Source: an optimization exercise on an open RTL-to-GDS flow (aim: small area). Production flows keep margins and buffers that such runs may drop.
Function was checked by simulation only, so behaviour that the tests miss may differ from the original.
Power figures rest on the tool's default switching activity, not on a simulated workload. The clock port is modelled as an ideal driver; clocking choices that lean on that would not hold on a real chip.

<file path="flow/design.v">
module rb_window_stream #(
    parameter int PIXEL_WIDTH = 8,
    parameter int K           = 3,
    parameter int IMG_WIDTH   = 128,
    parameter int IMG_HEIGHT  = 128
) (
    input  logic                                 clk,
    input  logic                                 rst,
    input  logic                                 in_valid,
    output logic                                 in_ready,
    input  logic [PIXEL_WIDTH-1:0]               in_pixel,
    input  logic                                 in_sof,
    output logic                                 out_valid,
    input  logic                                 out_ready,
    output logic [K*PIXEL_WIDTH-1:0]             out_col,
    output logic [$clog2(IMG_WIDTH)-1:0]         out_x,
    output logic [$clog2(IMG_HEIGHT)-1:0]        out_y,
    output logic                                 out_eof
);
    localparam int XW    = $clog2(IMG_WIDTH);
    localparam int YW    = $clog2(IMG_HEIGHT);
    localparam int PW    = PIXEL_WIDTH;
    localparam int DEPTH = (K - 1) * IMG_WIDTH + 1;    
    localparam logic [XW-1:0] X_LAST = XW'(IMG_WIDTH - 1);
    localparam logic [YW-1:0] Y_LAST = YW'(IMG_HEIGHT - 1);
    localparam logic [YW-1:0] Y_PRIM = YW'(K - 1);
    logic              adv;
    logic              accept;
    logic              move;        
    logic              s1_valid_reg;
    logic              s1_sof_reg;
    logic [PW-1:0]     s1_pixel_reg;
    logic              out_full_reg;
    logic [XW-1:0]     out_x_reg;   
    logic [YW-1:0]     out_y_reg;
    logic [XW-1:0]     s1_x;
    logic [YW-1:0]     s1_y;
    logic [PW-1:0]     sr [DEPTH];
    assign adv    = !out_valid || out_ready;
    assign in_ready = adv && !rst;
    assign accept = in_valid && adv && !rst;
    assign move   = adv && s1_valid_reg;
    always_comb begin
        if (s1_sof_reg) begin
            s1_x = '0;
            s1_y = '0;
        end else if (out_x_reg == X_LAST) begin
            s1_x = '0;
            s1_y = (out_y_reg == Y_LAST) ? '0 : out_y_reg + YW'(1);
        end else begin
            s1_x = out_x_reg + XW'(1);
            s1_y = out_y_reg;
        end
    end
    always_ff @(posedge clk) begin
        if (accept) begin
            s1_pixel_reg <= in_pixel;
            s1_sof_reg   <= in_sof;
        end
    end
    always_ff @(posedge clk) begin
        if (move) begin
            sr[0] <= s1_pixel_reg;
            for (int i = 1; i < DEPTH; i++) sr[i] <= sr[i-1];
        end
    end
    always_ff @(posedge clk) begin
        if (rst) begin
            s1_valid_reg <= 1'b0;
            out_full_reg <= 1'b0;
            out_x_reg    <= X_LAST;
            out_y_reg    <= Y_LAST;
        end else begin
            if (adv) begin
                s1_valid_reg <= accept;
                out_full_reg <= s1_valid_reg;
            end
            if (move) begin
                out_x_reg <= s1_x;
                out_y_reg <= s1_y;
            end
        end
    end
    assign out_valid = out_full_reg && (out_y_reg >= Y_PRIM);
    assign out_x     = out_x_reg;
    assign out_y     = out_y_reg;
    assign out_eof   = (out_x_reg == X_LAST) && (out_y_reg == Y_LAST);
    generate
        for (genvar k = 0; k < K; k++) begin : g_col
            assign out_col[(K-1-k)*PW +: PW] = sr[k*IMG_WIDTH];
        end
    endgenerate
endmodule
</file>
<file path="flow/flow/run.sh">
#!/bin/bash
# Standard layout, with the clock tree built from fewer, larger sink clusters and
# without dummy loads, and the smallest buffer on each port.
set -euo pipefail
export CTS_ARGS="-sink_clustering_enable -repair_clock_nets -sink_clustering_size 35 -sink_clustering_max_diameter 60 -buf_list sky130_fd_sc_hd__clkbuf_16 -dont_use_dummy_load"
export BUFFER_PORTS_ARGS="-buffer_cell sky130_fd_sc_hd__buf_1"
bash standard.sh > standard.log 2>&1
</file>
<file path="flow/standard.sh">
#!/bin/bash
# synth_recipe.tcl (not shown) runs the flow's synth.tcl, then flattens the netlist and writes it again
# the make line also repeats each setting of config.mk as NAME=value (left out here)
make -C /OpenROAD-flow-scripts/flow DESIGN_CONFIG=/design/flow/config.mk WORK_HOME=/design/flow/orfs CLKGATE_MAP_FILE= SYNTH_SCRIPT=/design/flow/synth_recipe.tcl "${@:-finish}"
</file>
<file path="flow/config.mk">
export PLATFORM = sky130hd
export DESIGN_NAME = rb_window_stream
export DESIGN_NICKNAME = rb_window_stream
export VERILOG_FILES = /design/flow/design.v
export SDC_FILE = /design/flow/constraint.sdc
export NUM_CORES = 4
export LEC_CHECK = 0
export CAP_MARGIN = 0
export CORE_MARGIN = 2
export CORE_UTILIZATION = 75
export SLEW_MARGIN = 0
</file>
<file path="flow/constraint.sdc">
create_clock -name core_clock -period 5.0 [get_ports {clk}]
set_input_delay 1.0000 -clock core_clock [delete_from_list [all_inputs] [get_ports {clk}]]
set_output_delay 1.0000 -clock core_clock [all_outputs]
set_load 0.01 [all_outputs]
</file>
==> run notes, run 1 <==
The run finished with no timing, DRC or antenna violations. The cell leakage power came out at 15.8 nW. The tightest slew margin relative to the limit came out at around 45%. After clock tree synthesis, the clock-pin slew on the worst setup and hold paths is approximately 0.12 ns. Detailed placement finished with a half-perimeter wire length of 29700 µm. The total area of multi-input combinational cells came out at 537 µm². The total global-route track usage is between 10% and 20%. After synthesis, the cell types taking the most area are edfxtp_1, dfxtp_1, nor2_1. The register bit total from synthesis came out at between 2k and 2.5k.

The worst hold path belongs to the class reg -> reg. By instance count, the leading cell after synthesis is edfxtp_1. The total DRC errors in the routed layout is 0. Clock tree synthesis selected as its root buffer the cell clkbuf_16. The hold violation total from the final report came out at 0. The buffer levels on the longest clock path is 3. The total count of max-transition violations in the final report came out at 0. TritonCTS built the clock tree. The area of all placed cells without fillers came out at between 60000 and 70000 µm². Across the VDD grid, the largest voltage drop is between 0.3 and 0.4 mV.

Sorting the synthesized cells by how often they occur yields edfxtp_1, dfxtp_1, nor2_1. The port buffer count came out at 53. The leading area contributor after synthesis is edfxtp_1. The post-detailed-placement cell area came out at ~65000 µm². The setup TNS came out at 0 ns. Derived from the worst setup path, the maximum achievable clock frequency is between 0.2 and 0.3 GHz. The layout net count is 2372. The fraction of synthesized cell area taken by the top area cell type came out at between 90% and 100%.

The overall via count from detail_route came out at approximately 20k. Dividing the final minimum period by the clock period gives 70.1%. The final critical-path required period came out at roughly 3.5 ns. The met1 wire length is around 36000 µm.

In the routed layout, each cell is associated on average with a via count of 5.81. The number of fill cells is 3721. The average wire per cell in the routed design is approximately 22 µm. The fraction of layout cells with a size suffix above 1 is under 10%. The share of the core filled with cells is 80.8%. Counting flops with an async set or reset pin after synthesis yields a share of 0%. For this run the aggregate overflow at the end of global routing stands at 0. The overall die width came out at between 200 and 300 µm. Power spread over the standard cell area amounts to just over 400 nW/µm². The final hold slack is 0.367 ns. After detailed routing, no signal wire sits above met4.

STA classifies the critical path startpoint as a flop. The sequential area share after synthesis came out at 99.0%. The number of search-and-repair iterations in the first detailed-routing pass is 5. The number of gates resized after CTS is 0. The instance count of the mapped netlist is about 2.2k. The area of all sequential standard cells is about 62000 µm². Hold repair after CTS inserted 0 buffers.

The via count of the first global-routing pass came out at between 15k and 20k. The initial antenna violation count came out at 0. The H-tree level count is 3. The count of flip-flops with a built-in enable after synthesis is 2065. Counting distinct cell types in the post-synthesis netlist gives 40.

The wire length on met2 came out at ~34000 µm. The sort of element at the end of the critical path is a flop. The final weighted congestion in routability-driven placement came out at 0.732.

The worst-skew pair later-pin latency came out at just under 0.7 ns. The met3 wire length came out at about 3100 µm. 54 I/O pins were placed. Once the floorplan was initialized, standard cells occupied approximately 75% of the core. The type of the worst setup path is reg -> reg.

After detailed routing, the total wire length is about 75000 µm. Setup repair after global routing left no endpoint under its margin. The worst endpoint data arrival time is roughly 3.8 ns. The buffer count from post-CTS setup fixing came out at 0.

Of all nets on the critical path, the largest fanout is 80. The total CTS buffers is approximately 100. The mapped cell area came out at 63000 µm². The setup clock skew after layout came out at between 0.05 and 0.06 ns. The site row count came out at 106. The number of flip-flops in the largest register came out at just over 2k. The count of warnings emitted by yosys came out at 2. The die covers around 86000 µm². Entering global routing, the biggest net connects about 170 pins. Among all flip-flop cells after synthesis, the most frequent one is edfxtp_1.

The antenna violation net count after detailed routing came out at 0. After synthesis, the mean cell area works out to approximately 29 µm². The setup-violating endpoint count in the final report came out at 0.

The die boundary height is 294 µm. The area growth from synthesis to final layout is 7.11%. At the pin with the least slew margin, the transition time is 0.819 ns. Across the run, the number of max-cap violations was 0. The area of the core is between 80000 and 90000 µm².

The required time of the critical path is between 5 and 6 ns. The first global-routing pass estimated around 110000 µm of wire. CTS saw between 2k and 2.5k sinks.

The net count after synthesis is ~2.2k. The number of violations reported at the end of detailed-routing iteration 0 came out at 1875.
cell type report:
cell class                      count  share of cell area, %
Clock buffer                       98                   3.64
Multi-Input combinational cell     74                  0.796
Timing Repair Buffer               92                   1.06
Sequential cell                  2081                   92.4
Antenna cell                        1                0.00371
Inverter                            9                 0.0557
Tap cell                         1080                   2.00
layout by cell type (no fill, tap or decap), types with 2 or more instances in the layout:
cell type,n
nand3_1,5
ha_1,3
buf_4,21
buf_1,53
nor3_1,5
and3_1,2
nor2_1,11
a31oi_1,4
nand2_1,2
or3_1,2
inv_1,8
buf_12,18
o21ai_0,4
clkbuf_16,98
nand4_1,3
a211o_1,4
o31a_1,4
edfxtp_1,2065
o21a_1,2
dfxtp_1,16
a311o_1,4
a21oi_1,2
report_power, final:
group	switching [W]	total, W	internal, W
combinational	0.000430	0.000516	0.0000856
sequential	0.0000686	0.0194	0.0193
clock	0.00461	0.00810	0.00350
total	0.00511	0.0280	0.0229
layer usage:
layer  up-vias  track usage [%]
li1       9088                -
met4         0             3.97
met1     10400             28.2
met2       376             25.6
met3       105             3.04
met5         -                0
kinds of logic after synthesis:
logic type / count (synthesis) / synth area share (%)
multiplexers: 1 / 0.0159
adder cells (fa/ha/maj): 3 / 0.0596
AO/OA/AOI/OAI: 33 / 0.421
buffers and inverters: 19 / 0.145
flip-flops: 2081 / 99.0
AND/OR/NAND/NOR: 37 / 0.344
per-stage QoR:
| stage | worst slack, ns | cells | total power (W) |
|---|---|---|---|
| 2_1_floorplan | -28.03 | 2174 | 0.0213 |
| 3_3_place_gp | 1.45 | 3336 | 0.0203 |
| 3_5_place_dp | 1.34 | 3336 | 0.0203 |
| 4_1_cts | 1.52 | 3434 | 0.0283 |
| 5_1_grt | 1.25 | 3434 | 0.0289 |
| 6_report | 1.50 | 3435 | 0.0280 |
critical path, stage by stage (launching register included):
cell and delay, ns:
dfxtp_1 0.45, inv_1 0.11, ha_1 0.24, nor4_4 0.25
a22oi_2 0.12, buf_4 0.22, clkinvlp_4 0.34, buf_12 0.36
buf_12 0.42, buf_4 0.54
final timing paths:
| kind | start | endpoint | slack (ns) | cells after the start |
|---|---|---|---|---|
| max | out_y_reg[0]$_SDFFE_PP1P_ | sr[143][1]$_DFFE_PP_ | 1.50 | 9 |
| max reg2reg | out_y_reg[0]$_SDFFE_PP1P_ | sr[143][1]$_DFFE_PP_ | 1.50 | 9 |
| min | sr[93][6]$_DFFE_PP_ | sr[94][6]$_DFFE_PP_ | 0.37 | 0 |
| min reg2reg | sr[93][6]$_DFFE_PP_ | sr[94][6]$_DFFE_PP_ | 0.37 | 0 |
==> run 2: changes to the inputs <==
--- a/flow/config.mk
+++ b/flow/config.mk
@@ -9,3 +9,4 @@
 export CORE_MARGIN = 2
 export CORE_UTILIZATION = 75
+export GPL_TIMING_DRIVEN = 0
 export SLEW_MARGIN = 0
==> run 2 against run 1 <==
Still clean. Fmax shrank 23%. Die area is the same. Synthesized cell count stayed put. Combinational power up 17%. Flip-flop and latch count stayed put. Utilization increased by 0.59 points. Final cell count grew 0.49%. Clock skew is 0.00072 ns higher.
==> run notes, run 2 <==
The power density over the cells came out at 415 nW/µm² (about the same). The relative contribution of sequential cells to total power came out at 68.7% (was 69.2%). The number of flip-flops in the largest register was 2056 (unchanged). The cell leakage power is 16.0 nW (was 15.8 nW). The cell count of the worst reg-to-reg path is 13 (was 9). The net count after synthesis is 2190 (unchanged). The H-tree level count came out at 3 (unchanged). Top cells by area, synth: edfxtp_1, dfxtp_1, nor2_1 (unchanged). The layout net count is 2389 (was 2372). The worst-skew pair later-pin latency is 0.69 ns (was 0.68 ns).

The type of the worst setup path was reg -> reg (unchanged). The maximum number of pins on one net before global-route repair is 55 (was 165). The post-placement worst setup slack came out at 0.418 ns (was 1.34 ns). The library cell used as clock root buffer is clkbuf_16 (unchanged). The register bit total from synthesis came out at 2081 (unchanged). The fraction of synthesized cell area taken by the top area cell type came out at 98.5% (unchanged). The initial antenna violation count is 0 (unchanged).

The cell type with the highest occurrence count on the critical path is buf_12. Run status: timing/DRC/antenna clean (unchanged). The fraction of layout cells with a size suffix above 1 came out at 6.62% (was 6.07%). The number of buffers added to fix hold violations after cts is 0 (unchanged). The count of flip-flops with a built-in enable after synthesis is 2065 (unchanged). The instance count along the most critical hold path came out at 0 (unchanged). The mapped cell area is 63000 µm² (unchanged). The required time of the critical path is 5.33 ns (was 5.29 ns).

The final critical-path required period came out at 4.52 ns (was 3.50 ns). The max-cap check violation count was 0 (unchanged). The mean post-synth cell area came out at 29.0 µm² (unchanged).

The class of the worst hold path is reg -> reg (unchanged). The number of gates resized after CTS is 0 (unchanged). The total count of max-transition violations in the final report is 0 (unchanged). The total CTS buffers is 99 (was 98). The internal power came out at 0.0230 W (was 0.0229 W). The area of the die came to 86300 µm² (unchanged). The hold violation total from the final report came out at 0 (unchanged).

The final weighted congestion in routability-driven placement is 0.732 (about the same). The async set-reset flop share out of synthesis came out at 0% (unchanged). The setup clock skew after layout came out at 0.0587 ns (was 0.0580 ns).

Commonest cells after routing, fill and taps aside: edfxtp_1, clkbuf_16, buf_1 (unchanged). The net switching power came out at 0.00523 W (was 0.00511 W). The clock tree from TritonCTS is done (unchanged). The final worst-path setup slack came out at 0.475 ns (was 1.50 ns). The maximum frequency from static timing analysis came out at 0.221 GHz (was 0.285 GHz).

The slowest library cell on the worst path is clkinvlp_4 (was buf_4). The count of warnings emitted by yosys came to 2 (unchanged). The estimated wirelength of the detail-placed design came out at 29700 µm (about the same).

The via count of the first global-routing pass is 20.5k (was 19.3k). The total routed wirelength was 79500 µm (was 74600 µm). The number of clock sinks seen by CTS came out at 2081 (unchanged). The tightest slew margin relative to the limit is 43.7% (was 45.4%). The switching portion of total power is 18.5% (was 18.2%). The maximum resistive drop on vdd came out at 0.397 mV (was 0.320 mV).

RSZ-0062 raised after global routing: no (unchanged). The clock-pin slew of the registers on the worst-case setup and hold paths is 0.11 ns (was 0.12 ns). The overall die width was 294 µm (unchanged).

The global-route wire length before repair is 121000 µm (was 112000 µm). The area growth from synthesis to final layout came to 7.89% (was 7.11%). The ratio of final minimum period to clock period came out at 90.5% (was 70.1%). The cell with the most instances after synthesis is edfxtp_1 (unchanged). The sort of element at the end of the critical path is a flop (unchanged). The number of search-and-repair iterations in the first detailed-routing pass came out at 5 (unchanged). The starting density of the core is 75.5% (unchanged). The number of standard cells in the layout, taps in and fillers out is 3452 (was 3435). List of most frequent post-synthesis cells: edfxtp_1, dfxtp_1, nor2_1 (unchanged). The primary flip-flop cell chosen by synthesis mapping is edfxtp_1 (unchanged).

The die boundary height came out at 294 µm (unchanged). The largest incremental delay on the critical path is 0.58 ns (was 0.54 ns). The number of primary I/O pins is 54 (unchanged). The cell total after placement is 3352 (was 3336). The setup TNS came out at 0 ns (unchanged). The area of the core came out at 83400 µm² (unchanged). The average wire per cell in the routed design is 23.0 µm (was 21.7 µm). The worst endpoint data arrival time came out at 4.85 ns (was 3.80 ns). The part of the total power dissipated in the clock network is 29.2% (was 28.9%). The total global-route track usage is 18.6% (was 17.3%). The buffer count from post-CTS setup fixing is 0 (unchanged).

The launching element type of the critical path was a flop (unchanged). The relative contribution of combinational cells to total power is 2.1% (was 1.8%). Ordered cell list for the critical path: inv_1, ha_1, nor4_4, a22oi_2, buf_6, clkinvlp_4, buf_12, buf_12, buf_12, buf_12, buf_12, buf_12, buf_12 (was inv_1, ha_1, nor4_4, a22oi_2, buf_4, clkinvlp_4, buf_12, buf_12, buf_4). The setup-violating endpoint count in the final report came out at 0 (unchanged). The instance count of the mapped netlist came out at 2174 (unchanged). The number of violations reported at the end of detailed-routing iteration 0 is 1976 (was 1875). The leading area contributor after synthesis is edfxtp_1 (unchanged).

The total DRC errors in the routed layout came out at 0 (unchanged). The buffer levels on the longest clock path is 3 (unchanged). The antenna violation net count after detailed routing came to 0 (unchanged).

The site row count is 106 (unchanged). The overall via count from detail_route is 20.4k (was 20.0k). The port buffer count was 52 (was 53). The number of unique standard cell types used by synthesis came to 40 (unchanged).

The largest fanout on the critical path came out at 50 (was 80). The slew at the pin closest to its max-slew limit is 0.843 ns (was 0.819 ns). The sequential area share after synthesis is 99.0% (unchanged). The most common cell after layout, fill and taps aside was edfxtp_1 (unchanged). The average vias per placed instance is 5.92 (was 5.81). The remaining global-route overflow is 0 (unchanged).
==> run 2: power groups by stage <==
stage | Combinational, W | Sequential, W | Clock [W]
2_1_floorplan | 0.000348 | 0.0210 | 0
3_3_place_gp | 0.000436 | 0.0213 | 0
3_5_place_dp | 0.000601 | 0.0198 | 0
4_1_cts | 0.000611 | 0.0194 | 0.00854
5_1_grt | 0.000673 | 0.0194 | 0.00898
6_report | 0.000605 | 0.0194 | 0.00823
==> run 2: metrics by stage <==
stage	power, W	utilization, %	hold slack, ns	cell area (µm²)
6_report	0.0282	81.4	0.372	67900
3_5_place_dp	0.0204	78.4	0.405	65400
4_1_cts	0.0285	81.4	0.364	67900
3_3_place_gp	0.0217	77.3	0.401	64500
5_1_grt	0.0290	81.4	0.383	67900
2_1_floorplan	0.0213	-	0.400	63000
==> run 2: kinds of logic after synthesis <==
logic type                 synth area share, %
adders and majority gates               0.0596
AOI/OAI and AO/OA                        0.421
buffers and inverters                    0.145
muxes                                   0.0159
DFF                                       99.0
and+or+nand+nor                          0.344
==> run 2: path summary, 6_finish.rpt <==
| path | end | from | slack (ns) |
|---|---|---|---|
| max | sr[138][5]$_DFFE_PP_ | out_y_reg[0]$_SDFFE_PP1P_ | 0.48 |
| min | sr[39][1]$_DFFE_PP_ | sr[38][1]$_DFFE_PP_ | 0.37 |
| min reg2reg | sr[39][1]$_DFFE_PP_ | sr[38][1]$_DFFE_PP_ | 0.37 |
| max reg2reg | sr[138][5]$_DFFE_PP_ | out_y_reg[0]$_SDFFE_PP1P_ | 0.48 |
==> run 2: final cells by class <==
| class | count | area, µm² |
|---|---|---|
| antenna | 1 | 2.50 |
| buffer | 10 | 57.6 |
| clock buffer | 99 | 2480 |
| fill | 3561 | 15500 |
| inverter | 9 | 37.5 |
| multi-input combinational | 74 | 537 |
| sequential | 2081 | 62300 |
| tap | 1080 | 1350 |
| timing repair buffer | 98 | 1120 |
==> run 2: routing by layer <==
layer	vias up	global-route usage [%]	wire [µm]
li1	9129	-	-
met1	10700	29.6	37400
met2	466	28.7	37500
met3	127	2.76	2810
met4	0	4.26	1760
met5	-	0	0
==> run 2: critical path, delay by kind of cell, from the launching register on <==
family	cells	cell delay, ns
AO/OA/AOI/OAI	1	0.21
flip-flops	1	0.47
AND/OR/NAND/NOR	1	0.23
adder cells (fa/ha/maj)	1	0.24
buffers and inverters	10	2.94
==> run 3: changes to the inputs <==
--- a/flow/config.mk
+++ b/flow/config.mk
@@ -6,7 +6,6 @@
 export NUM_CORES = 4
 export LEC_CHECK = 0
-export CAP_MARGIN = 0
+export CAP_MARGIN = 20
 export CORE_MARGIN = 2
 export CORE_UTILIZATION = 75
-export GPL_TIMING_DRIVEN = 0
-export SLEW_MARGIN = 0
+export SLEW_MARGIN = 20
==> run 3 against run 2 <==
Critical path depth down 4. Clock power fell by 2%. Final cell count shrank 0.49%. Cell area shrank 0.72%. Power shrank 0.74%. Register-to-register slack improved by 1.0 ns. Clock-buffer cell count decreased by 1. Die area unchanged. Combinational power fell by 15%. Clock skew fell by 0.00072 ns. Sequential share of layout area up 0.67 points. Highest routed layer unchanged.
==> run notes, run 3 <==
The maximum resistive drop on vdd came to 0.320 mV (was 0.397 mV). List of most frequent post-synthesis cells: edfxtp_1, dfxtp_1, nor2_1 (unchanged). The setup clock skew after layout came out at 0.0580 ns (was 0.0587 ns). The instance count along the most critical hold path is 0 (unchanged).

The instance count of the mapped netlist came out at 2174 (unchanged). The cell count of the worst reg-to-reg path came to 9 (was 13). The largest incremental delay on the critical path came out at 0.54 ns (was 0.58 ns). The number of search-and-repair iterations in the first detailed-routing pass came out at 5 (unchanged). The total count of max-transition violations in the final report is 0 (unchanged).

The required time of the critical path came out at 5.29 ns (was 5.33 ns). The final worst-path setup slack came to 1.50 ns (was 0.475 ns). The total CTS buffers was 98 (was 99). The buffer count from post-CTS setup fixing came to 0 (unchanged).

The initial antenna violation count came out at 0 (unchanged). The remaining global-route overflow is 0 (unchanged). The fraction of synthesized cell area taken by the top area cell type came out at 98.5% (unchanged). The number of violations reported at the end of detailed-routing iteration 0 came out at 1875 (was 1976). The average wire per cell in the routed design came out at 21.7 µm (was 23.0 µm). The antenna violation net count after detailed routing is 0 (unchanged).

The area growth from synthesis to final layout is 7.11% (was 7.89%). Top cells by area, synth: edfxtp_1, dfxtp_1, nor2_1 (unchanged). Ordered cell list for the critical path: inv_1, ha_1, nor4_4, a22oi_2, buf_4, clkinvlp_4, buf_12, buf_12, buf_4 (was inv_1, ha_1, nor4_4, a22oi_2, buf_6, clkinvlp_4, buf_12, buf_12, buf_12, buf_12, buf_12, buf_12, buf_12). The class of the worst hold path is reg -> reg (unchanged).

The post-layout total power is 0.0280 W (was 0.0282 W). The maximum number of pins on one net before global-route repair came out at 165 (was 55). The setup-violating endpoint count in the final report is 0 (unchanged). The worst-case register-to-register setup slack came to 1.50 ns (was 0.48 ns). The worst endpoint data arrival time is 3.80 ns (was 4.85 ns). The hold violation total from the final report is 0 (unchanged). The clock tree from TritonCTS is done (unchanged). The area of all sequential standard cells came to 62300 µm² (unchanged).

The sequential area share after synthesis is 99.0% (unchanged). The largest fanout on the critical path came out at 80 (was 50). The most common cell after layout, fill and taps aside is edfxtp_1 (unchanged). The count of buffer and inverter cells on the critical path came to 6 (was 10). The global-route wire length before repair was 112000 µm (was 121000 µm).

The number of clock sinks seen by CTS is 2081 (unchanged). The number of primary I/O pins came out at 54 (unchanged). The post-placement worst setup slack is 1.34 ns (was 0.418 ns). The share of the core filled with cells was 80.8% (was 81.4%).

The primary flip-flop cell chosen by synthesis mapping is edfxtp_1 (unchanged). The number of buffers added to fix hold violations after cts is 0 (unchanged). The mean post-synth cell area came to 29.0 µm² (unchanged).

The mapped cell area came out at 63000 µm² (unchanged). The count of warnings emitted by yosys is 2 (unchanged). The tightest slew margin relative to the limit came out at 45.4% (was 43.7%). The register bit total from synthesis is 2081 (unchanged). The setup TNS is 0 ns (unchanged). The top cell family by delay on the critical path is buffers and inverters (unchanged). The cell with the most instances after synthesis is edfxtp_1 (unchanged). The total DRC errors in the routed layout came out at 0 (unchanged). The total stage count of the critical path came to 9 (was 13). The slew at the pin closest to its max-slew limit came out at 0.819 ns (was 0.843 ns). The overall via count from detail_route came out at 20.0k (was 20.4k). The number of fill cells came out at 3721 (was 3561). The sort of element at the end of the critical path is a flop (unchanged). The via count of the first global-routing pass came out at 19.3k (was 20.5k). The library cell used as clock root buffer was clkbuf_16 (unchanged).

The H-tree level count came out at 3 (unchanged). The layout net count is 2372 (was 2389). The power density over the cells is 415 nW/µm² (about the same).

The fraction of layout cells with a size suffix above 1 came out at 6.07% (was 6.62%). The starting density of the core came out at 75.5% (unchanged). Run status: timing/DRC/antenna clean (unchanged). The net count after synthesis is 2190 (unchanged). The ratio of final minimum period to clock period is 70.1% (was 90.5%).

The leading area contributor after synthesis was edfxtp_1 (unchanged). The launching element type of the critical path was a flop (unchanged). The estimated wirelength of the detail-placed design was 29700 µm (about the same).

Commonest cells after routing, fill and taps aside: edfxtp_1, clkbuf_16, buf_1 (unchanged). The type of the worst setup path is reg -> reg (unchanged). The number of gates resized after CTS is 0 (unchanged). The count of flip-flops with a built-in enable after synthesis is 2065 (unchanged).

The number of unique standard cell types used by synthesis was 40 (unchanged). The number of flip-flops in the largest register came to 2056 (unchanged). The site row count came to 106 (unchanged). The total routed wirelength came out at 74600 µm (was 79500 µm). RSZ-0062 raised after global routing: no (unchanged). The final weighted congestion in routability-driven placement came out at 0.732 (about the same). The die boundary height came out at 294 µm (unchanged).

The async set-reset flop share out of synthesis came out at 0% (unchanged). The clock-pin slew of the registers on the worst-case setup and hold paths is 0.12 ns (was 0.11 ns). The area of the die came out at 86300 µm² (unchanged). The overall die width is 294 µm (unchanged). The area of the core is 83400 µm² (unchanged). The cell leakage power came out at 15.8 nW (was 16.0 nW).

The average vias per placed instance came out at 5.81 (was 5.92). The max-cap check violation count is 0 (unchanged). The worst-skew pair later-pin latency is 0.68 ns (was 0.69 ns).

The total area of multi-input combinational cells was 537 µm² (unchanged). The slowest library cell on the worst path is buf_4 (was clkinvlp_4). The total global-route track usage came out at 17.3% (was 18.6%). The port buffer count is 53 (was 52). The maximum frequency from static timing analysis came out at 0.285 GHz (was 0.221 GHz). The final critical-path required period is 3.50 ns (was 4.52 ns). The buffer levels on the longest clock path is 3 (unchanged).
-- run 3: cell count changes in the layout (fill, tap and decap cells not counted) --
cell and change:
buf_12 -27, clkbuf_1 -3, buf_16 -1, clkbuf_2 -1, clkbuf_16 -1, buf_4 +21, buf_2 -3, buf_6 -2
-- run 3: worst paths after layout --
check                                  from              endpoint
setup / recovery  out_y_reg[0]$_SDFFE_PP1P_  sr[143][1]$_DFFE_PP_
hold / removal          sr[93][6]$_DFFE_PP_   sr[94][6]$_DFFE_PP_
setup reg to reg  out_y_reg[0]$_SDFFE_PP1P_  sr[143][1]$_DFFE_PP_
hold reg to reg         sr[93][6]$_DFFE_PP_   sr[94][6]$_DFFE_PP_
-- run 3: cell type report --
class,count,area share (%)
diodes,1,0.00371
clock buffers,98,3.64
inverters,9,0.0557
multi-input cells,74,0.796
flip-flops and latches,2081,92.4
well taps,1080,2.00
repair buffers,92,1.06
-- run 3: routing by layer --
layer	track usage, %	share of wire, %
met1	28.2	48
met2	25.6	46
met3	3.04	4.2
met4	3.97	1.5
met5	0	0
-- run 3: per-stage QoR --
stage | area [µm²] | hold WS (ns) | instances
2_1_floorplan | 63000 | 0.400 | 2174
3_3_place_gp | 65000 | 0.400 | 3336
3_5_place_dp | 65000 | 0.405 | 3336
4_1_cts | 67400 | 0.363 | 3434
5_1_grt | 67400 | 0.373 | 3434
6_report | 67400 | 0.367 | 3435
-- run 3: cells by family after synthesis --
logic type	synth area share [%]
flip-flops	99.0
buffers and inverters	0.145
AO/OA/AOI/OAI	0.421
adder cells (fa/ha/maj)	0.0596
AND/OR/NAND/NOR	0.344
multiplexers	0.0159
-- run 3: report_power, final --
group          total, W  switching (W)  internal (W)
sequential       0.0194      0.0000686        0.0193
clock           0.00810        0.00461       0.00350
combinational  0.000516       0.000430     0.0000856
==> run 4: changes to the inputs <==
--- a/flow/flow/run.sh
+++ b/flow/flow/run.sh
@@ -5,3 +5,4 @@
 export CTS_ARGS="-sink_clustering_enable -repair_clock_nets -sink_clustering_size 35 -sink_clustering_max_diameter 60 -buf_list sky130_fd_sc_hd__clkbuf_16 -dont_use_dummy_load"
 export BUFFER_PORTS_ARGS="-buffer_cell sky130_fd_sc_hd__buf_1"
+export PRE_GLOBAL_PLACE_TCL="$PWD/flow/small_bufs.tcl"
 bash standard.sh > standard.log 2>&1
==> flow/flow/small_bufs.tcl (new file) <==
# Keep placement's buffering to the smaller buffers.
set_dont_use {sky130_fd_sc_hd__buf_6 sky130_fd_sc_hd__buf_8 sky130_fd_sc_hd__buf_12 sky130_fd_sc_hd__buf_16 sky130_fd_sc_hd__bufinv_8 sky130_fd_sc_hd__bufinv_16 sky130_fd_sc_hd__bufbuf_8 sky130_fd_sc_hd__bufbuf_16}
==> run 4 against run 3 <==
Still clean. Power is 0.34% lower. Wire length shrank 2.5%. Flip-flop and latch count stayed put. Largest cell class unchanged. Highest routed layer unchanged.
==> run notes, run 4 <==
The cell leakage power came out at 15.9 nW (was 15.8 nW). The required time of the critical path came out at 4.00 ns (was 5.29 ns). The area of the core came out at 83400 µm² (unchanged). The port buffer count is 53 (unchanged). The met1 usage came to 27.6% (was 28.2%). The buffer count from post-CTS setup fixing came out at 0 (unchanged). List of most frequent post-synthesis cells: edfxtp_1, dfxtp_1, nor2_1 (unchanged). The final worst-path setup slack came out at 1.81 ns (was 1.50 ns). The setup clock skew after layout is 0.0790 ns (was 0.0580 ns).

The via count of the first global-routing pass is 19.5k (was 19.3k). The post-layout total power came out at 0.0279 W (was 0.0280 W). The count of flip-flops with a built-in enable after synthesis came out at 2065 (unchanged). The net count after synthesis is 2190 (unchanged). The register bit total from synthesis came out at 2081 (unchanged). The total DRC errors in the routed layout came out at 0 (unchanged). The clock-pin slew of the registers on the worst-case setup and hold paths is 0.09 ns (was 0.12 ns). The cell with the most instances after synthesis is edfxtp_1 (unchanged). The estimated wirelength of the detail-placed design is 31500 µm (was 29700 µm). The worst-case register-to-register setup slack came out at 1.86 ns (was 1.50 ns). The number of violations reported at the end of detailed-routing iteration 0 is 1710 (was 1875). The fraction of layout cells with a size suffix above 1 was 7.33% (was 6.07%). The most common cell after layout, fill and taps aside is edfxtp_1 (unchanged). The worst-skew pair later-pin latency came out at 0.68 ns (about the same). The instance count of the mapped netlist came out at 2174 (unchanged). The hold violation total from the final report came out at 0 (unchanged). The share of the core filled with cells is 80.8% (about the same). The tightest slew margin relative to the limit was 36.1% (was 45.4%).

The overall die width came out at 294 µm (unchanged). The buffer levels on the longest clock path came out at 3 (unchanged). The worst endpoint data arrival time came out at 2.19 ns (was 3.80 ns).

Top cells by area, synth: edfxtp_1, dfxtp_1, nor2_1 (unchanged). The final critical-path required period is 3.19 ns (was 3.50 ns). The final weighted congestion in routability-driven placement came out at 0.761 (was 0.732). The site row count was 106 (unchanged).

The power density over the cells is 414 nW/µm² (was 415 nW/µm²). The sort of element at the end of the critical path is a primary output (was flop). The clock tree from TritonCTS is done (unchanged).

The ratio of final minimum period to clock period came to 63.8% (was 70.1%). The area growth from synthesis to final layout came to 7.05% (was 7.11%). The post-placement worst setup slack was 1.77 ns (was 1.34 ns). The setup TNS is 0 ns (unchanged). The starting density of the core came out at 75.5% (unchanged).

The async set-reset flop share out of synthesis came out at 0% (unchanged). The fraction of synthesized cell area taken by the top area cell type came out at 98.5% (unchanged). The antenna violation net count after detailed routing came to 0 (unchanged). The total count of max-transition violations in the final report is 0 (unchanged). The global-route wire length before repair is 111000 µm (was 112000 µm). The initial antenna violation count came out at 3 (was 0). The mean post-synth cell area came out at 29.0 µm² (unchanged).

Commonest cells after routing, fill and taps aside: edfxtp_1, clkbuf_16, buf_1 (unchanged). The remaining global-route overflow is 0 (unchanged). The primary flip-flop cell chosen by synthesis mapping was edfxtp_1 (unchanged). The mapped cell area is 63000 µm² (unchanged).

The met2 usage in global routing is 25.2% (was 25.6%). The class of the worst hold path is reg -> reg (unchanged). The number of unique standard cell types used by synthesis was 40 (unchanged).

The type of the worst setup path is reg -> out (was reg -> reg). The average vias per placed instance is 5.76 (was 5.81). The count of antenna diodes in the layout is 0 (was 1). The sequential area share after synthesis is 99.0% (unchanged). The number of clock sinks seen by CTS is 2081 (unchanged). The layout net count came out at 2418 (was 2372). The count of warnings emitted by yosys came out at 2 (unchanged). The endpoint of the worst setup timing path was in_ready (was sr[143][1]$_DFFE_PP_). The number of primary I/O pins is 54 (unchanged). The global-route track usage on met3 came out at 2.82% (was 3.04%). The total CTS buffers is 97 (was 98). The average wire per cell in the routed design was 20.9 µm (was 21.7 µm).

The area of the die came out at 86300 µm² (unchanged). The number of buffers added to fix hold violations after cts came out at 0 (unchanged). The library cell used as clock root buffer is clkbuf_16 (unchanged). The die boundary height is 294 µm (unchanged). The layer with the highest usage is met1 (unchanged).

The number of fill cells came out at 3758 (was 3721). The H-tree level count came out at 3 (unchanged). The setup-violating endpoint count in the final report came out at 0 (unchanged). The total routed wirelength was 72700 µm (was 74600 µm).

The launching element type of the critical path is a flop (unchanged). Run status: timing/DRC/antenna clean (unchanged). The largest fanout on the critical path is 6 (was 80). The overall via count from detail_route came out at 20.0k (about the same).

The maximum number of pins on one net before global-route repair was 65 (was 165). The number of flip-flops in the largest register is 2056 (unchanged). The start point of the critical path was out_y_reg[0]$_SDFFE_PP1P_ (unchanged). The startpoint of the worst-slack reg-to-reg timing path was out_y_reg[0]$_SDFFE_PP1P_ (unchanged).

The maximum frequency from static timing analysis was 0.314 GHz (was 0.285 GHz). The maximum resistive drop on vdd is 0.398 mV (was 0.320 mV). The max-cap check violation count came to 0 (unchanged). The number of gates resized after CTS is 0 (unchanged). The terminus of the critical flop-to-flop path is sr[149][6]$_DFFE_PP_ (was sr[143][1]$_DFFE_PP_). The number of search-and-repair iterations in the first detailed-routing pass was 5 (unchanged). The total global-route track usage was 16.9% (was 17.3%).

The cell count of the worst reg-to-reg path came to 7 (was 9). RSZ-0062 raised after global routing: no (unchanged). The leading area contributor after synthesis is edfxtp_1 (unchanged). The slew at the pin closest to its max-slew limit came out at 0.959 ns (was 0.819 ns).
-- run 4: cell types whose count changed in the layout (fill, tap and decap cells not counted), sizes merged --
cell and delta:
diode -1, buf +46
-- run 4: where the power goes --
part	internal (W)	total, W	switching [W]
Combinational	0.0000748	0.000505	0.000430
Clock	0.00346	0.00802	0.00455
Sequential	0.0193	0.0194	0.0000704
-- run 4: layout make-up --
type	instances	area, µm²	area share (%)
sequential	2081	62300	92.5
clock buffer	97	2430	3.60
tap	1080	1350	2.01
timing repair buffer	139	708	1.05
multi-input combinational	74	537	0.796
inverter	9	37.5	0.0557
-- run 4: cell families after synthesis --
family | after synthesis | share of synthesized area (%)
AND/OR/NAND/NOR | 37 | 0.344
adder cells (fa/ha/maj) | 3 | 0.0596
buffers and inverters | 19 | 0.145
flip-flops | 2081 | 99.0
multiplexers | 1 | 0.0159
AO/OA/AOI/OAI | 33 | 0.421
-- run 4: routing by layer --
layer / share of wire (%) / routed length, µm / vias up
li1: - / - / 9173
met4: 1.9 / 1390 / 0
met2: 46 / 33100 / 369
met3: 3.7 / 2670 / 94
met1: 49 / 35500 / 10400
met5: 0 / 0 / -
-- run 4: how the worst min path moves through the flow --
stage / start / endpoint / slack [ns] / cells after the start
after floorplan: s1_pixel_reg[0]$_DFFE_PP_ / sr[0][0]$_DFFE_PP_ / 0.40 / 0
after global placement: sr[217][4]$_DFFE_PP_ / sr[218][4]$_DFFE_PP_ / 0.40 / 0
final: sr[58][2]$_DFFE_PP_ / sr[59][2]$_DFFE_PP_ / 0.36 / 0
after CTS: sr[59][5]$_DFFE_PP_ / sr[60][5]$_DFFE_PP_ / 0.36 / 0
after global routing: sr[59][5]$_DFFE_PP_ / sr[60][5]$_DFFE_PP_ / 0.37 / 0
after detailed placement: sr[99][0]$_DFFE_PP_ / sr[100][0]$_DFFE_PP_ / 0.40 / 0
-- run 4: critical path: stages (launching register included) --
cell and delay (ns):
dfxtp_1 0.48, inv_1 0.11, ha_1 0.24, nor4_4 0.22, a21oi_1 0.18, nor2_1 0.15, buf_1 0.17
-- run 4: metrics by stage --
stage / instance area [µm²] / hold WS [ns] / cells
3_3_place_gp: 65000 / 0.400 / 3383
6_report: 67400 / 0.362 / 3480
2_1_floorplan: 63000 / 0.400 / 2174
5_1_grt: 67400 / 0.365 / 3480
3_5_place_dp: 65000 / 0.405 / 3383
4_1_cts: 67400 / 0.357 / 3480
==> run 5: changes to the inputs <==
==> flow/flow/run.sh (replaced) <==
#!/bin/bash
# Standard layout, with the clock tree built from fewer, larger sink clusters and
# without dummy loads, the smallest buffer on each port, and placement's
# buffering kept to the smaller buffers.
set -euo pipefail
export CTS_ARGS="-sink_clustering_enable -repair_clock_nets -sink_clustering_size 35 -sink_clustering_max_diameter 60 -buf_list {sky130_fd_sc_hd__clkbuf_8 sky130_fd_sc_hd__clkbuf_16} -dont_use_dummy_load"
export BUFFER_PORTS_ARGS="-buffer_cell sky130_fd_sc_hd__buf_1"
export PRE_GLOBAL_PLACE_TCL="$PWD/flow/small_bufs.tcl"
bash standard.sh > standard.log 2>&1
==> run 5 against run 4 <==
Still clean. Register-to-register slack hardly changed. Clock-buffer cell count stayed put. Via count stayed put. First-iteration DRC count stayed put. Critical path depth stayed put. Synthesized cell count stayed put. Global-route usage stayed put. Combinational power hardly changed. Utilization stayed put. Power stayed put. Largest cell class unchanged.
==> run notes, run 5 <==
Run status: timing/DRC/antenna clean (unchanged). The cell total after placement was 3383 (unchanged). The number of buffers added to fix hold violations after cts came to 0 (unchanged). The setup clock skew after layout is 0.0790 ns (unchanged). The required time of the critical path came out at 4.00 ns (about the same). The number of flip-flops in the largest register came out at 2056 (unchanged). The sort of element at the end of the critical path is a primary output (unchanged). The largest fanout on the critical path came to 6 (unchanged). The average vias per placed instance is 5.76 (unchanged). The count of warnings emitted by yosys came out at 2 (unchanged). The leading area contributor after synthesis is edfxtp_1 (unchanged). The fraction of synthesized cell area taken by the top area cell type came to 98.5% (unchanged). List of most frequent post-synthesis cells: edfxtp_1, dfxtp_1, nor2_1 (unchanged).

The die boundary height came out at 294 µm (unchanged). The count of flip-flops with a built-in enable after synthesis is 2065 (unchanged). The slew at the pin closest to its max-slew limit is 0.959 ns (unchanged). The count of antenna diodes in the layout is 0 (unchanged). The primary flip-flop cell chosen by synthesis mapping is edfxtp_1 (unchanged). The layout net count was 2418 (unchanged). The maximum resistive drop on vdd came out at 0.398 mV (unchanged). The worst endpoint data arrival time was 2.19 ns (about the same).

The site row count was 106 (unchanged). The cell leakage power is 15.9 nW (unchanged). The final weighted congestion in routability-driven placement is 0.761 (unchanged). The estimated wirelength of the detail-placed design came to 31500 µm (unchanged). The post-placement worst setup slack came to 1.77 ns (unchanged). The hold violation total from the final report came out at 0 (unchanged). The number of standard cells in the layout, taps in and fillers out came out at 3480 (unchanged). The setup TNS is 0 ns (unchanged).

The post-layout total power was 0.0279 W (unchanged). The total area of multi-input combinational cells is 537 µm² (unchanged). The net count after synthesis came out at 2190 (unchanged). The fraction of layout cells with a size suffix above 1 came to 7.33% (unchanged).

Commonest cells after routing, fill and taps aside: edfxtp_1, clkbuf_16, buf_1 (unchanged). The most common cell after layout, fill and taps aside is edfxtp_1 (unchanged). The maximum frequency from static timing analysis was 0.314 GHz (unchanged).

The instance count of the mapped netlist is 2174 (unchanged). The class of the worst hold path is reg -> reg (unchanged). The remaining global-route overflow is 0 (unchanged). The share of the core filled with cells is 80.8% (unchanged). The total DRC errors in the routed layout came out at 0 (unchanged). The setup-violating endpoint count in the final report was 0 (unchanged). The buffer levels on the longest clock path is 3 (unchanged).

The initial antenna violation count is 3 (unchanged). The async set-reset flop share out of synthesis came to 0% (unchanged). The sequential area share after synthesis came out at 99.0% (unchanged). The total routed wirelength is 72700 µm (unchanged). The cell count of the worst reg-to-reg path came out at 7 (unchanged). The clock tree from TritonCTS was done (unchanged). The total global-route track usage came out at 16.9% (unchanged).

The number of fill cells is 3758 (unchanged). The number of clock sinks seen by CTS came out at 2081 (unchanged). The number of primary I/O pins was 54 (unchanged). The total count of max-transition violations in the final report is 0 (unchanged). Top cells by area, synth: edfxtp_1, dfxtp_1, nor2_1 (unchanged). The total CTS buffers is 97 (unchanged). The antenna violation net count after detailed routing was 0 (unchanged). The average wire per cell in the routed design was 20.9 µm (unchanged). RSZ-0062 raised after global routing: no (unchanged). The via count of the first global-routing pass is 19.5k (unchanged). The global-route wire length before repair came out at 111000 µm (unchanged). The worst-skew pair later-pin latency came out at 0.68 ns (about the same). The area growth from synthesis to final layout is 7.05% (unchanged).

The ratio of final minimum period to clock period is 63.8% (unchanged). The power density over the cells is 414 nW/µm² (unchanged). The buffer count from post-CTS setup fixing came out at 0 (unchanged). The area of all sequential standard cells is 62300 µm² (unchanged). The clock-pin slew of the registers on the worst-case setup and hold paths is 0.09 ns (about the same).

The number of gates resized after CTS came out at 0 (unchanged). The area of the core came out at 83400 µm² (unchanged). The final critical-path required period is 3.19 ns (unchanged). The launching element type of the critical path is a flop (unchanged). The register bit total from synthesis was 2081 (unchanged). The area of the die came out at 86300 µm² (unchanged). The library cell used as clock root buffer is clkbuf_16 (unchanged). The number of violations reported at the end of detailed-routing iteration 0 is 1710 (unchanged).

The maximum number of pins on one net before global-route repair came out at 65 (unchanged). The max-cap check violation count came out at 0 (unchanged). The port buffer count was 53 (unchanged). The number of search-and-repair iterations in the first detailed-routing pass is 5 (unchanged). The overall via count from detail_route is 20.0k (unchanged). The H-tree level count is 3 (unchanged). The tightest slew margin relative to the limit is 36.1% (unchanged). The mean post-synth cell area is 29.0 µm² (unchanged). The mapped cell area came to 63000 µm² (unchanged). The final worst-path setup slack came to 1.81 ns (unchanged). The overall die width came out at 294 µm (unchanged). The starting density of the core is 75.5% (unchanged).

The type of the worst setup path is reg -> out (unchanged). The number of unique standard cell types used by synthesis came out at 40 (unchanged). The cell with the most instances after synthesis is edfxtp_1 (unchanged). The instance count along the most critical hold path was 0 (unchanged).
run 5: cell families (layout without fill, tap and decap cells):
family	after synthesis	in the layout	synth area share [%]
DFF	2081	2081	99.0
adders and majority gates	3	3	0.0596
muxes	1	1	0.0159
AOI/OAI and AO/OA	33	33	0.421
and+or+nand+nor	37	37	0.344
buffers and inverters	19	245	0.145
run 5: critical path, cell delays in order (launching register included):
cell and delay, ns:
dfxtp_1 0.48, inv_1 0.11, ha_1 0.24, nor4_4 0.22
a21oi_1 0.18, nor2_1 0.15, buf_1 0.17
run 5: cell type report:
type / count / area share (%)
flip-flops and latches: 2081 / 92.5
clock buffers: 97 / 3.60
well taps: 1080 / 2.01
repair buffers: 139 / 1.05
multi-input cells: 74 / 0.796
inverters: 9 / 0.0557
run 5: layer usage:
layer  wire length (µm)  global-route usage [%]
met1              35500                    27.6
met2              33100                    25.2
met3               2670                    2.82
met4               1390                    4.21
met5                  0                       0
run 5: through the flow:
| step | hold WS, ns | instance area (µm²) |
|---|---|---|
| global route | 0.365 | 67400 |
| finish | 0.362 | 67400 |
| detailed placement | 0.405 | 65000 |
| global placement | 0.400 | 65000 |
| floorplan | 0.400 | 63000 |
| CTS | 0.357 | 67400 |
run 5: worst paths after layout:
path,startpoint,slack (ns),endpoint
worst max-delay path,out_y_reg[0]$_SDFFE_PP1P_,1.81,in_ready
worst min-delay path,sr[58][2]$_DFFE_PP_,0.36,sr[59][2]$_DFFE_PP_
worst max register to register,out_y_reg[0]$_SDFFE_PP1P_,1.86,sr[149][6]$_DFFE_PP_
worst min register to register,sr[58][2]$_DFFE_PP_,0.36,sr[59][2]$_DFFE_PP_
run 5: power by group:
| part | switching, W | internal, W |
|---|---|---|
| Sequential | 0.0000704 | 0.0193 |
| Clock | 0.00455 | 0.00346 |
| Combinational | 0.000430 | 0.0000748 |
| Total | 0.00506 | 0.0229 |
==> run 6: changes to the inputs <==
==> flow/flow/run.sh (replaced) <==
#!/bin/bash
# Standard layout, with the clock tree built from fewer, larger sink clusters and
# without dummy loads, the smallest buffer on each port, and placement's
# buffering kept to the smaller buffers.
set -euo pipefail
export CTS_ARGS="-sink_clustering_enable -repair_clock_nets -sink_clustering_size 35 -sink_clustering_max_diameter 50 -buf_list sky130_fd_sc_hd__clkbuf_16 -dont_use_dummy_load"
export BUFFER_PORTS_ARGS="-buffer_cell sky130_fd_sc_hd__buf_1"
export PRE_GLOBAL_PLACE_TCL="$PWD/flow/small_bufs.tcl"
bash standard.sh > standard.log 2>&1
--- a/flow/config.mk
+++ b/flow/config.mk
@@ -9,3 +9,4 @@
 export CORE_MARGIN = 2
 export CORE_UTILIZATION = 75
+export PLACE_DENSITY = 0.85
 export SLEW_MARGIN = 20
==> run 6 against run 5 <==
Die area unchanged. Cell area increased by 1.5%. Clock skew increased by 0.0044 ns. Register-to-register slack got worse by 0.68 ns. Critical endpoint is now sr[151][1]$_DFFE_PP_. Largest power group unchanged. Worst setup slack got worse by 0.63 ns. Sequential power about the same. Final cell count increased by 0.89%. Utilization increased by 1.2 points. First-iteration DRC count increased by 53%.
==> run notes, run 6 <==
The die boundary height came to 294 µm (unchanged). The max-cap check violation count is 0 (unchanged). The total area of multi-input combinational cells came out at 537 µm² (unchanged).

The maximum frequency from static timing analysis came out at 0.262 GHz (was 0.314 GHz). The site row count came to 106 (unchanged). The switching portion of total power is 19.7% (was 18.1%).

The clock tree from TritonCTS is done (unchanged). The number of fill cells came out at 3357 (was 3758). The async set-reset flop share out of synthesis came out at 0% (unchanged). The relative contribution of combinational cells to total power is 1.8% (about the same). The part of the total power dissipated in the clock network came to 34.2% (was 28.7%). The buffer levels on the longest clock path is 3 (unchanged). The total routed wirelength was 104000 µm (was 72700 µm).

The sort of element at the end of the critical path was a flop (was primary output). The layout net count is 2449 (was 2418). The number of search-and-repair iterations in the first detailed-routing pass came to 5 (unchanged). The antenna violation net count after detailed routing is 0 (unchanged). The area growth from synthesis to final layout came out at 8.65% (was 7.05%).

The total CTS buffers is 140 (was 97). The cell leakage power is 16.4 nW (was 15.9 nW). Among the stages of the critical path, the cell type that occurs most often is buf_2.

The relative contribution of sequential cells to total power came out at 64.0% (was 69.5%). The largest fanout on the critical path was 43 (was 6). The number of unique standard cell types used by synthesis is 40 (unchanged). The number of primary I/O pins is 54 (unchanged). The tightest slew margin relative to the limit is 28.7% (was 36.1%).

The largest incremental delay on the critical path came out at 0.70 ns (was 0.48 ns). The register bit total from synthesis came out at 2081 (unchanged). The top cell family by delay on the critical path is buffers and inverters (was flip-flops). The final weighted congestion in routability-driven placement is 0.760 (was 0.761). The estimated wirelength of the detail-placed design is 38900 µm (was 31500 µm).

The H-tree level count came out at 4 (was 3). The internal power came out at 0.0244 W (was 0.0229 W). The power density over the cells is 444 nW/µm² (was 414 nW/µm²). The fraction of layout cells with a size suffix above 1 is 8.56% (was 7.33%). The setup-violating endpoint count in the final report came out at 0 (unchanged). The clock-pin slew of the registers on the worst-case setup and hold paths was 0.12 ns (was 0.09 ns). The mapped cell area is 63000 µm² (unchanged). The setup clock skew after layout came out at 0.0834 ns (was 0.0790 ns). The number of violations reported at the end of detailed-routing iteration 0 is 2608 (was 1710). The leading area contributor after synthesis was edfxtp_1 (unchanged). Ordered cell list for the critical path: inv_1, ha_1, nor4_4, a22oi_2, clkinvlp_4, buf_2, buf_4, buf_2 (was inv_1, ha_1, nor4_4, a21oi_1, nor2_1, buf_1).

The number of standard cells in the layout, taps in and fillers out is 3511 (was 3480). The area of all sequential standard cells is 62300 µm² (unchanged). The net count after synthesis came out at 2190 (unchanged). The maximum number of pins on one net before global-route repair is 64 (was 65). The number of buffers added to fix hold violations after cts is 0 (unchanged). The starting density of the core came out at 75.5% (unchanged). The number of flip-flops in the largest register came out at 2056 (unchanged). The class of the worst hold path is reg -> reg (unchanged). The setup TNS came out at 0 ns (unchanged). The most common cell after layout, fill and taps aside was edfxtp_1 (unchanged). Commonest cells after routing, fill and taps aside: edfxtp_1, clkbuf_16, buf_1 (unchanged). The area of the core came to 83400 µm² (unchanged).

The worst-skew pair later-pin latency is 0.75 ns (was 0.68 ns). The average wire per cell in the routed design came out at 29.5 µm (was 20.9 µm). The mean post-synth cell area is 29.0 µm² (unchanged). The total DRC errors in the routed layout is 0 (unchanged). The initial antenna violation count came out at 1 (was 3). The fraction of synthesized cell area taken by the top area cell type is 98.5% (unchanged). The required time of the critical path came out at 5.34 ns (was 4.00 ns). The global-route wire length before repair was 152000 µm (was 111000 µm). The count of antenna diodes in the layout is 0 (unchanged). The net switching power is 0.00599 W (was 0.00506 W). The total count of max-transition violations in the final report is 0 (unchanged). The overall die width came to 294 µm (unchanged). The final critical-path required period is 3.82 ns (was 3.19 ns). The slowest library cell on the worst path was buf_2 (was dfxtp_1).

The hold violation total from the final report came out at 0 (unchanged). The sequential area share after synthesis is 99.0% (unchanged). The overall via count from detail_route is 22.2k (was 20.0k). The slew at the pin closest to its max-slew limit is 1.07 ns (was 0.959 ns).

The port buffer count came out at 53 (unchanged). The type of the worst setup path is reg -> reg (was reg -> out). The maximum resistive drop on vdd is 0.387 mV (was 0.398 mV). The worst-case register-to-register setup slack is 1.18 ns (was 1.86 ns).

The number of clock sinks seen by CTS came out at 2081 (unchanged). The instance count of the mapped netlist was 2174 (unchanged). The via count of the first global-routing pass was 22.6k (was 19.5k). The buffer count from post-CTS setup fixing is 0 (unchanged).

The number of gates resized after CTS came out at 0 (unchanged). The ratio of final minimum period to clock period came out at 76.5% (was 63.8%). The library cell used as clock root buffer is clkbuf_16 (unchanged). The average vias per placed instance came to 6.31 (was 5.76).

Top cells by area, synth: edfxtp_1, dfxtp_1, nor2_1 (unchanged). The cell total after placement came out at 3370 (was 3383). RSZ-0062 raised after global routing: no (unchanged). The worst endpoint data arrival time is 4.16 ns (was 2.19 ns). Run status: timing/DRC/antenna clean (unchanged). The area of the die came out at 86300 µm² (unchanged). The cell with the most instances after synthesis is edfxtp_1 (unchanged). The post-layout total power is 0.0304 W (was 0.0279 W). The remaining global-route overflow was 0 (unchanged). List of most frequent post-synthesis cells: edfxtp_1, dfxtp_1, nor2_1 (unchanged). The launching element type of the critical path is a flop (unchanged). The count of warnings emitted by yosys was 2 (unchanged). The count of flip-flops with a built-in enable after synthesis is 2065 (unchanged). The total global-route track usage is 24.6% (was 16.9%). The primary flip-flop cell chosen by synthesis mapping is edfxtp_1 (unchanged).

The count of buffer and inverter cells on the critical path was 5 (was 2).
-- run 6: final cells by class --
cell class,count,area share [%]
sequential,2081,91.1
tap,1080,1.98
inverter,9,0.0549
timing repair buffer,127,0.928
multi-input combinational,74,0.785
clock buffer,140,5.12
-- run 6: power groups by stage --
stage | clock [W] | sequential (W) | combinational, W
after floorplan | 0 | 0.0210 | 0.000348
after global placement | 0 | 0.0198 | 0.000462
after detailed placement | 0 | 0.0198 | 0.000520
after CTS | 0.0107 | 0.0194 | 0.000555
after global routing | 0.0112 | 0.0194 | 0.000613
final | 0.0104 | 0.0194 | 0.000557
-- run 6: cell families (layout without fill, tap and decap cells) --
logic type               count (synthesis)  after routing  synth area share [%]
AND/OR/NAND/NOR                         37             37                 0.344
AO/OA/AOI/OAI                           33             33                 0.421
multiplexers                             1              1                0.0159
flip-flops                            2081           2081                  99.0
adder cells (fa/ha/maj)                  3              3                0.0596
buffers and inverters                   19            276                 0.145
-- run 6: worst paths after layout --
path                             start                   end  cells past startpoint
min reg2reg        sr[29][1]$_DFFE_PP_   sr[30][1]$_DFFE_PP_                      0
min                sr[29][1]$_DFFE_PP_   sr[30][1]$_DFFE_PP_                      0
max          out_y_reg[0]$_SDFFE_PP1P_  sr[151][1]$_DFFE_PP_                      8
max reg2reg  out_y_reg[0]$_SDFFE_PP1P_  sr[151][1]$_DFFE_PP_                      8
-- run 6: worst reg2reg max path, cell delays in order (launching register included) --
cell        delay (ns)
dfxtp_1           0.46
inv_1             0.12
ha_1              0.26
nor4_4            0.29
a22oi_2           0.22
clkinvlp_4        0.52
buf_2             0.38
buf_4             0.50
buf_2             0.72
-- run 6: metrics by stage --
stage | util [%] | setup WS (ns) | cell area [µm²] | hold slack [ns]
floorplan | - | -28.03 | 63000 | 0.400
global placement | 77.8 | 1.41 | 64900 | 0.400
detailed placement | 77.8 | 1.25 | 64900 | 0.405
CTS | 82.0 | 1.19 | 68400 | 0.362
global route | 82.0 | 1.02 | 68400 | 0.363
finish | 82.0 | 1.18 | 68400 | 0.362
-- run 6: metal layers --
layer / vias up / global-route usage [%] / part of all wire [%]
met2: 953 / 39.3 / 50
met1: 11800 / 37.6 / 43
met3: 192 / 3.48 / 5.4
met4: 0 / 6.77 / 2.4
met5: - / 0 / 0
li1: 9246 / - / -
==> run 7: changes to the inputs <==
==> flow/flow/run.sh (replaced) <==
#!/bin/bash
# Standard layout, with the clock tree built from fewer, larger sink clusters and
# without dummy loads, the smallest buffer on each port, and placement's
# buffering kept to the smaller buffers.
set -euo pipefail
export CTS_ARGS="-sink_clustering_enable -repair_clock_nets -sink_clustering_size 30 -sink_clustering_max_diameter 100 -buf_list sky130_fd_sc_hd__clkbuf_16 -dont_use_dummy_load"
export BUFFER_PORTS_ARGS="-buffer_cell sky130_fd_sc_hd__buf_1"
export PRE_GLOBAL_PLACE_TCL="$PWD/flow/small_bufs.tcl"
bash standard.sh > standard.log 2>&1
--- a/flow/config.mk
+++ b/flow/config.mk
@@ -9,4 +9,3 @@
 export CORE_MARGIN = 2
 export CORE_UTILIZATION = 75
-export PLACE_DENSITY = 0.85
 export SLEW_MARGIN = 20
==> run 7 against run 6 <==
Utilization shrank 1.7 points. Power is 11% lower. Largest cell class unchanged. Sequential power is essentially flat. Still clean on timing, DRC and antenna.
==> run notes, run 7 <==
The final critical-path required period was 3.20 ns (was 3.82 ns). The number of gates resized after CTS is 0 (unchanged). The total CTS buffers was 79 (was 140). The antenna violation net count after detailed routing came out at 0 (unchanged).

The maximum frequency from static timing analysis was 0.312 GHz (was 0.262 GHz). The share of the core filled with cells came to 80.2% (was 82.0%). The number of clock sinks seen by CTS came to 2081 (unchanged). The area of all sequential standard cells came out at 62300 µm² (unchanged). The instance count along the most critical hold path was 0 (unchanged).

The area of the die came out at 86300 µm² (unchanged). The library cell used as clock root buffer is clkbuf_16 (unchanged). The number of flip-flops in the largest register is 2056 (unchanged). The total DRC errors in the routed layout came out at 0 (unchanged). The primary flip-flop cell chosen by synthesis mapping is edfxtp_1 (unchanged). The hold violation total from the final report is 0 (unchanged).

The maximum resistive drop on vdd is 0.395 mV (was 0.387 mV). The global-route wire length before repair is 105000 µm (was 152000 µm). Commonest cells after routing, fill and taps aside: edfxtp_1, clkbuf_16, buf_1 (unchanged). The post-detailed-placement cell area is 65000 µm² (was 64900 µm²). The end point of the worst hold path was sr[165][3]$_DFFE_PP_ (was sr[30][1]$_DFFE_PP_). The worst-skew pair later-pin latency is 0.67 ns (was 0.75 ns). The startpoint of the worst-slack reg-to-reg timing path is out_y_reg[0]$_SDFFE_PP1P_ (unchanged). List of most frequent post-synthesis cells: edfxtp_1, dfxtp_1, nor2_1 (unchanged).

The tightest slew margin relative to the limit is 31.9% (was 28.7%). The overall via count from detail_route came out at 19.8k (was 22.2k). The number of buffers added to fix hold violations after cts is 0 (unchanged). The most common cell after layout, fill and taps aside is edfxtp_1 (unchanged). The class of the worst hold path is reg -> reg (unchanged). The maximum number of pins on one net before global-route repair came to 65 (was 64). The count of antenna diodes in the layout came out at 0 (unchanged).

The clock-pin slew of the registers on the worst-case setup and hold paths is 0.11 ns (was 0.12 ns). The port buffer count came out at 53 (unchanged). The average vias per placed instance is 5.72 (was 6.31).

The site row count is 106 (unchanged). The layout net count was 2400 (was 2449). The origin of the worst min-delay path is sr[164][3]$_DFFE_PP_ (was sr[29][1]$_DFFE_PP_).

The remaining global-route overflow is 0 (unchanged). The final weighted congestion in routability-driven placement was 0.761 (was 0.760). The total area of multi-input combinational cells came out at 537 µm² (unchanged). The register bit total from synthesis is 2081 (unchanged). The average wire per cell in the routed design came out at 19.7 µm (was 29.5 µm). The largest fanout on the critical path came to 6 (was 43). The setup clock skew after layout came out at 0.0456 ns (was 0.0834 ns). The mapped cell area is 63000 µm² (unchanged). The setup-violating endpoint count in the final report came to 0 (unchanged). The terminus of the critical flop-to-flop path is sr[144][6]$_DFFE_PP_ (was sr[151][1]$_DFFE_PP_). The number of fill cells came out at 3814 (was 3357). RSZ-0062 raised after global routing: no (unchanged). Top cells by area, synth: edfxtp_1, dfxtp_1, nor2_1 (unchanged). The sequential area share after synthesis is 99.0% (unchanged). The via count of the first global-routing pass is 18.9k (was 22.6k).

The fraction of layout cells with a size suffix above 1 is 6.63% (was 8.56%). The number of violations reported at the end of detailed-routing iteration 0 came to 1705 (was 2608). The clock tree from TritonCTS is done (unchanged).

The die boundary height came out at 294 µm (unchanged). The initial antenna violation count came to 1 (unchanged). The sort of element at the end of the critical path is a primary output (was flop).

Run status: timing/DRC/antenna clean (unchanged). The cell count of the worst reg-to-reg path came out at 7 (was 8). The net count after synthesis came to 2190 (unchanged).

The final hold slack came to 0.384 ns (was 0.362 ns). The area of the core is 83400 µm² (unchanged). The estimated wirelength of the detail-placed design is 31500 µm (was 38900 µm).

The power density over the cells came out at 405 nW/µm² (was 444 nW/µm²). The buffer count from post-CTS setup fixing came out at 0 (unchanged). The cell leakage power is 15.7 nW (was 16.4 nW). The overall die width is 294 µm (unchanged).

The async set-reset flop share out of synthesis is 0% (unchanged). The total routed wirelength came out at 68300 µm (was 104000 µm). The number of search-and-repair iterations in the first detailed-routing pass came out at 5 (unchanged).

The setup TNS came out at 0 ns (unchanged). The worst endpoint data arrival time is 2.20 ns (was 4.16 ns). The area growth from synthesis to final layout came out at 6.34% (was 8.65%). The total global-route track usage is 15.8% (was 24.6%). The number of unique standard cell types used by synthesis is 40 (unchanged). The cell total after placement came out at 3383 (was 3370). The ratio of final minimum period to clock period is 64.0% (was 76.5%). The launching element type of the critical path is a flop (unchanged). The worst-case register-to-register setup slack came out at 1.90 ns (was 1.18 ns).

The count of flip-flops with a built-in enable after synthesis came to 2065 (unchanged). The instance count of the mapped netlist came out at 2174 (unchanged). The cell with the most instances after synthesis was edfxtp_1 (unchanged).

The slew at the pin closest to its max-slew limit is 1.02 ns (was 1.07 ns). The max-cap check violation count came to 0 (unchanged). The total count of max-transition violations in the final report is 0 (unchanged).

The leading area contributor after synthesis is edfxtp_1 (unchanged). The count of warnings emitted by yosys was 2 (unchanged). The H-tree level count is 3 (was 4). The area of all placed cells without fillers is 66900 µm² (was 68400 µm²). The mean post-synth cell area is 29.0 µm² (unchanged). The number of standard cells in the layout, taps in and fillers out is 3462 (was 3511). The number of primary I/O pins was 54 (unchanged). The required time of the critical path is 4.00 ns (was 5.34 ns). The type of the worst setup path was reg -> out (was reg -> reg).

The starting density of the core is 75.5% (unchanged). The buffer levels on the longest clock path was 3 (unchanged). The fraction of synthesized cell area taken by the top area cell type is 98.5% (unchanged).
[run 7: cell counts after synthesis]
No cell type changed its count.
[run 7: cell type report]
class                      count  area share, %
sequential                  2081           93.1
tap                         1080           2.02
timing repair buffer         139           1.06
multi-input combinational     74          0.802
inverter                       9         0.0561
clock buffer                  79           2.95
[run 7: kinds of logic (layout without fill, tap and decap cells)]
| logic type | Yosys count | after routing | share of synthesized area (%) |
|---|---|---|---|
| muxes | 1 | 1 | 0.0159 |
| DFF | 2081 | 2081 | 99.0 |
| and+or+nand+nor | 37 | 37 | 0.344 |
| AOI/OAI and AO/OA | 33 | 33 | 0.421 |
| buffers and inverters | 19 | 227 | 0.145 |
| adders and majority gates | 3 | 3 | 0.0596 |
[run 7: power breakdown]
part	internal (W)	switching, W
sequential	0.0193	0.0000685
combinational	0.0000748	0.000425
clock	0.00286	0.00438
[run 7: layer usage]
| metal | vias up | track usage, % | part of all wire [%] |
|---|---|---|---|
| met5 | - | 0 | 0 |
| met1 | 10200 | 26.8 | 51 |
| li1 | 9130 | - | - |
| met4 | 0 | 4.60 | 2.2 |
| met3 | 94 | 2.57 | 3.7 |
| met2 | 334 | 22.3 | 43 |
[run 7: through the flow]
stage	worst slack [ns]	total power [W]
final	1.80	0.0271
after global routing	1.64	0.0280
after CTS	1.75	0.0274
after detailed placement	1.77	0.0203
after global placement	1.87	0.0202
after floorplan	-28.03	0.0213
[run 7: how the worst max path moves through the flow]
stage                              startpoint              endpoint  slack [ns]  cells after the start
floorplan                           out_ready    sr[0][0]$_DFFE_PP_      -28.03                      4
global placement                    out_ready  sr[140][6]$_DFFE_PP_        1.87                      6
detailed placement                  out_ready  sr[139][6]$_DFFE_PP_        1.77                      6
CTS                 out_y_reg[0]$_SDFFE_PP1P_              in_ready        1.75                      6
global route        out_y_reg[0]$_SDFFE_PP1P_  sr[139][6]$_DFFE_PP_        1.64                      7
finish              out_y_reg[0]$_SDFFE_PP1P_              in_ready        1.80                      6
[run 7: worst max-delay path, stage by stage, from the launching register on]
cell and delay [ns]:
dfxtp_1 0.49, inv_1 0.11, ha_1 0.24, nor4_4 0.21, a21oi_1 0.18, nor2_1 0.14, buf_1 0.17

-- static timing again, ports no longer ideal --
No port has a modelled driver above. Below, the same layouts with a new extraction and two added sets of constraints.
Step 1 (the two cells are an assumption about what drives the block):
set clk [get_ports {clk}]
set_driving_cell -lib_cell sky130_fd_sc_hd__clkbuf_16 $clk
set_driving_cell -lib_cell sky130_fd_sc_hd__buf_2 [delete_from_list [all_inputs] $clk]
Step 2 moves the port delays by t, midway between the first and last clock arrival at a register: inputs arrive t later, outputs are due t later. That takes back most of the time a late clock gives input paths.
Three values: ideal, step 1, step 2; two values: the first two.
run	shift t [ns]	slack for setup (ns)	latest minus earliest clock arrival (ns)
run 1	0.712	1.495 / 1.495 / 1.384	0.069 / 0.069
run 2	0.715	0.475 / 0.475 / 0.390	0.076 / 0.076
run 3	0.712	1.495 / 1.495 / 1.384	0.069 / 0.069
run 4	0.712	1.811 / 1.744 / 1.767	0.087 / 0.087
run 5	0.712	1.811 / 1.744 / 1.767	0.087 / 0.087
run 6	0.773	1.177 / 1.177 / 1.119	0.103 / 0.102
run 7	0.707	1.799 / 1.736 / 1.837	0.047 / 0.046
After both steps every run listed still meets setup and hold.
